Background: an optimization exercise with open tools, aiming at small area and a short achievable clock period. Do not read the settings as production practice. In this exercise RTL edits were held to simulation tests only and were not proved equivalent to the original. Power and IR drop assume default switching activity.

==> flow/design.v <==
module integral_image_engine #(
    parameter int IMG_W  = 160,
    parameter int IMG_H  = 120,
    parameter int PIX_W  = 4,
    parameter int SUM_W  = 20,
    parameter int ADDR_W = 15
) (
    input  logic              clk,
    input  logic              rst_n,
    input  logic              frame_start,
    input  logic              pix_valid,
    input  logic [PIX_W-1:0]  pix_data,
    input  logic [1:0]        mode,
    input  logic              arm,
    output logic              wr_en,
    output logic [ADDR_W-1:0] wr_addr,
    output logic [SUM_W-1:0]  wr_data,
    output logic              frame_done,
    output logic              busy,
    output logic              overflow
);
    localparam int XW = (IMG_W > 1) ? $clog2(IMG_W) : 1;
    localparam int YW = $clog2(IMG_H + 1);
    localparam int CW0 = $clog2(IMG_H * ((1 << PIX_W) - 1) + 1);
    localparam int CW  = (CW0 < SUM_W) ? CW0 : SUM_W;
    localparam int CHW = CW - PIX_W;
    localparam logic [XW-1:0] X_LAST = XW'(IMG_W - 1);
    localparam logic [YW-1:0] Y_LAST = YW'(IMG_H - 1);
    localparam logic [1:0] MODE_CONT   = 2'b00;
    localparam logic [1:0] MODE_SINGLE = 2'b01;
    logic [XW-1:0]     x;
    logic [YW-1:0]     y;
    logic              in_frame;
    logic              capture;
    logic              armed;
    logic              x_nz;        
    logic              y_nz;        
    logic [IMG_W*CW-1:0] sr;
    logic [CW-1:0]       tail;
    logic                pend;
    logic [CW-1:0]       above;
    logic [CW-1:0]       head_next;
    logic              decision;
    logic              cap_now;
    logic              accept;
    logic              x_first, y_first, x_last, y_last;
    logic              last_pix;
    logic              in_frame_next;
    logic [ADDR_W-1:0] cur_addr;
    logic [SUM_W-1:0]  base;       
    logic [SUM_W-1:0]  acc;        
    logic [SUM_W-1:0]  base16;     
    logic [SUM_W-1:0]  ii;
    logic [CHW-1:0]    above_hi_inc;
    logic [CW-1:0]     col_new;
    assign head_next = pend ? sr[3*CW-1:2*CW] : sr[2*CW-1:CW];
    logic [ADDR_W-1:0] addr_inc, addr_c;
    logic [XW-1:0]     x_inc, x_c;
    logic [YW-1:0]     y_inc, y_c;
    logic [CHW-1:0]    above_hi, above_c;
    logic [SUM_W-1:0]  b_op, b_g, b_p, b_c;         
    logic [SUM_W-1:0]  s_op, k_op, s_g, s_p, s_c;   
    localparam logic [SUM_W-1:0] K16 = SUM_W'(1 << PIX_W);
    integral_image_prefix #(.W(ADDR_W), .GW(1)) u_addr_c (
        .g(wr_addr[0]), .p(wr_addr), .c(addr_c));
    assign addr_inc = wr_addr ^ {addr_c[ADDR_W-2:0], 1'b1};
    integral_image_prefix #(.W(XW), .GW(1)) u_x_c (
        .g(x[0]), .p(x), .c(x_c));
    assign x_inc = x ^ {x_c[XW-2:0], 1'b1};
    integral_image_prefix #(.W(YW), .GW(1)) u_y_c (
        .g(y[0]), .p(y), .c(y_c));
    assign y_inc = y ^ {y_c[YW-2:0], 1'b1};
    assign above_hi = above[CW-1:PIX_W];
    integral_image_prefix #(.W(CHW), .GW(1)) u_above_c (
        .g(above_hi[0]), .p(above_hi), .c(above_c));
    assign above_hi_inc = above_hi ^ {above_c[CHW-2:0], 1'b1};
    assign acc  = ~x_nz ? '0 : wr_data;
    assign b_op = SUM_W'(above);
    assign b_g  = acc & b_op;
    assign b_p  = acc ^ b_op;
    integral_image_prefix #(.W(SUM_W), .GW(CW)) u_base_c (
        .g(b_g[CW-1:0]), .p(b_p), .c(b_c));
    assign base = b_p ^ {b_c[SUM_W-2:0], 1'b0};
    assign s_op = acc ^ b_op ^ K16;
    assign k_op = ((acc & b_op) | ((acc | b_op) & K16)) << 1;
    assign s_g  = s_op & k_op;
    assign s_p  = s_op ^ k_op;
    integral_image_prefix #(.W(SUM_W), .GW(CW + 1)) u_base16_c (
        .g(s_g[CW:0]), .p(s_p), .c(s_c));
    assign base16 = s_p ^ {s_c[SUM_W-2:0], 1'b0};
    integral_image_pix_add #(.W(SUM_W), .PIX_W(PIX_W)) u_ii_add (
        .pix(pix_data), .restart(frame_start), .lo(base[PIX_W-1:0]),
        .hi(base[SUM_W-1:PIX_W]), .hi_inc(base16[SUM_W-1:PIX_W]), .sum(ii));
    integral_image_pix_add #(.W(CW), .PIX_W(PIX_W)) u_col_add (
        .pix(pix_data), .restart(frame_start), .lo(above[PIX_W-1:0]),
        .hi(above[CW-1:PIX_W]), .hi_inc(above_hi_inc), .sum(col_new));
    always_comb begin
        decision = 1'b0;
        case (mode)
            MODE_CONT:   decision = 1'b1;
            MODE_SINGLE: decision = armed | arm;
            default:     decision = 1'b0;
        endcase
        cap_now = frame_start ? decision : capture;
        accept  = pix_valid & (frame_start | in_frame);
        x_first  = ~x_nz;
        y_first  = ~y_nz;
        x_last   = (x == X_LAST);
        y_last   = (y == Y_LAST);
        last_pix = ~frame_start & x_last & y_last;
        if (accept) in_frame_next = ~last_pix;
        else        in_frame_next = frame_start | in_frame;
        cur_addr = (frame_start | (x_first & y_first)) ? '0 : addr_inc;
    end
    always_ff @(posedge clk) begin
        if (pend) begin
            sr <= {tail, sr[IMG_W*CW-1:CW]};
        end
        if (accept) begin
            tail <= col_new;
        end
        if (frame_start) begin
            above <= '0;
        end else if (accept) begin
            above <= (y_first & ~x_last) ? '0 : head_next;
        end
    end
    always_ff @(posedge clk or negedge rst_n) begin
        if (!rst_n) begin
            x          <= '0;
            y          <= '0;
            x_nz       <= 1'b0;
            y_nz       <= 1'b0;
            in_frame   <= 1'b0;
            pend       <= 1'b0;
            capture    <= 1'b0;
            armed      <= 1'b0;
            wr_en      <= 1'b0;
            wr_addr    <= '0;
            wr_data    <= '0;
            frame_done <= 1'b0;
            busy       <= 1'b0;
            overflow   <= 1'b0;
        end else begin
            if (accept) begin
                if (frame_start) begin
                    x      <= (IMG_W > 1) ? XW'(1) : '0;
                    y      <= (IMG_W > 1) ? '0 : YW'(1);
                    x_nz   <= (IMG_W > 1);
                    y_nz   <= (IMG_W == 1);
                end else if (x_last) begin
                    x      <= '0;
                    y      <= y_inc;
                    x_nz   <= 1'b0;
                    y_nz   <= 1'b1;
                end else begin
                    x      <= x_inc;
                    x_nz   <= 1'b1;
                end
                wr_addr <= cur_addr;
                wr_data <= ii;
            end else if (frame_start) begin
                x      <= '0;
                y      <= '0;
                x_nz   <= 1'b0;
                y_nz   <= 1'b0;
            end
            in_frame   <= in_frame_next;
            pend       <= accept;
            capture    <= cap_now;
            wr_en      <= accept & cap_now;
            frame_done <= accept & cap_now & last_pix;
            busy       <= cap_now & in_frame_next;
            if (frame_start) begin
                overflow <= 1'b0;
            end else if (pix_valid && !in_frame) begin
                overflow <= 1'b1;
            end
            if (frame_start && (mode == MODE_SINGLE)) begin
                armed <= 1'b0;
            end else if (arm) begin
                armed <= 1'b1;
            end
        end
    end
endmodule
module integral_image_pix_add #(
    parameter int W     = 20,
    parameter int PIX_W = 4
) (
    input  logic [PIX_W-1:0] pix,
    input  logic             restart,
    input  logic [PIX_W-1:0] lo,
    input  logic [W-PIX_W-1:0] hi,
    input  logic [W-PIX_W-1:0] hi_inc,
    output logic [W-1:0]     sum
);
    logic [PIX_W-1:0] g, t;
    logic [PIX_W:0]   c;
    logic             term;
    always_comb begin
        g = lo & pix;
        t = lo ^ pix;
        c = '0;
        for (int i = 1; i <= PIX_W; i++) begin
            for (int j = 0; j < i; j++) begin
                term = g[j];
                for (int k = j + 1; k < i; k++) term = term & t[k];
                c[i] = c[i] | term;
            end
        end
        if (restart)
            sum = W'(pix);
        else
            sum = {c[PIX_W] ? hi_inc : hi, t ^ c[PIX_W-1:0]};
    end
endmodule
module integral_image_prefix #(
    parameter int W  = 20,
    parameter int GW = 20
) (
    input  logic [GW-1:0] g,
    input  logic [W-1:0]  p,
    output logic [W-1:0]  c
);
    logic [W-1:0] gg, pg;
    always_comb begin
        gg = W'(g);
        pg = p;
        for (int d = 1; d < W; d = d * 2) begin
            gg = gg | (pg & (gg << d));
            pg = pg & ((pg << d) | W'((1 << d) - 1));
        end
        c = gg;
    end
endmodule
export LEC_CHECK = 0
export ABC_CLOCK_PERIOD_IN_PS = 3000
export CAP_MARGIN = 20
export CORE_MARGIN = 2
export CORE_UTILIZATION = 65
export CTS_CLUSTER_DIAMETER = 80
export CTS_CLUSTER_SIZE = 30
export SLEW_MARGIN = 20
export SYNTH_HIERARCHICAL = 1
export SYNTH_MINIMUM_KEEP_SIZE = 0
create_clock -name core_clock -period 10.0 [get_ports {clk}]
standard.sh (not shown) runs the stock make flow with config.mk's settings and CLKGATE_MAP_FILE= SYNTH_SCRIPT=/design/flow/synth_recipe.tcl, a recipe that flattens the netlist after the stock synthesis.
==> flow/flow/run.sh <==
#!/bin/bash
# Standard ORFS layout; repair aims for a tighter setup target than the clock.
bash standard.sh SETUP_SLACK_MARGIN=7.0 MATCH_CELL_FOOTPRINT=0 finish > standard.log 2>&1
Rerun with:
==> flow/flow/run.sh (replaced) <==
#!/bin/bash
# Standard ORFS layout; repair aims for a tighter setup target than the clock.
bash standard.sh SETUP_SLACK_MARGIN=6.8 MATCH_CELL_FOOTPRINT=0 finish > standard.log 2>&1
--- a/flow/config.mk
+++ b/flow/config.mk
@@ -9,5 +9,5 @@
 export CAP_MARGIN = 20
 export CORE_MARGIN = 2
-export CORE_UTILIZATION = 65
+export CORE_UTILIZATION = 55
 export CTS_CLUSTER_DIAMETER = 80
 export CTS_CLUSTER_SIZE = 30
What happened:
- global-route usage falls by 2.0 points
- die area rises by about a fifth
- core utilization falls by 11 points
Rerun with:
==> flow/flow/run.sh (replaced) <==
#!/bin/bash
# Standard ORFS layout; repair aims for a tighter setup target than the clock.
bash standard.sh SETUP_SLACK_MARGIN=6.7 MATCH_CELL_FOOTPRINT=0 finish > standard.log 2>&1
What happened:
- The new run passed the timing, DRC and antenna checks
- global-route usage is about the same
- critical path depth stays the same
- flip-flop and latch count stays the same
Rerun with:
==> flow/flow/run.sh (replaced) <==
#!/bin/bash
# Standard ORFS layout; repair aims for a tighter setup target than the clock.
bash standard.sh SETUP_SLACK_MARGIN=7.0 MATCH_CELL_FOOTPRINT=0 finish > standard.log 2>&1
Setup slack is about the same; power hardly moves; first-iteration DRC count drops by 7.9%; maximum frequency barely changes; core utilization is higher by 0.39 points; cell area grows by 0.65%; synthesized area does not change.

-- what the ideal ports hide --
No port has a modelled driver above. Below, the same layouts with a new extraction and two added sets of constraints.
Step 1 sets driving cells, clkbuf_16 on the clock port and buf_2 on the other inputs (assumed; they add their load-dependent delay and slew).
Step 2, shift: input delay + t, output delay - t, t = (earliest + latest rising clock arrival at the registers) / 2. This alone moves slack from input paths to output paths.
a / b / c = no drivers / after step 1 / after step 2; a / b = the first two.
run	t (ns)	setup WS [ns]	worst hold slack (ns)	clock arrival spread, ns	worst register clock-pin slew, ns
the first run	0.708	6.725 / 6.662 / 6.315	0.413 / 0.413 / 0.413	0.030 / 0.029	0.11 / 0.11
the second run	0.724	6.735 / 6.666 / 6.170	0.414 / 0.414 / 0.414	0.028 / 0.029	0.11 / 0.11
the third run	0.724	6.737 / 6.669 / 6.112	0.410 / 0.410 / 0.410	0.031 / 0.031	0.11 / 0.11
the fourth run	0.726	6.736 / 6.667 / 6.321	0.414 / 0.414 / 0.414	0.030 / 0.030	0.11 / 0.11
After both steps setup and hold are still met in every run listed. The setup slack of the third run, which loses most, moves by -0.068 ns with the drivers and by -0.625 ns with both steps.
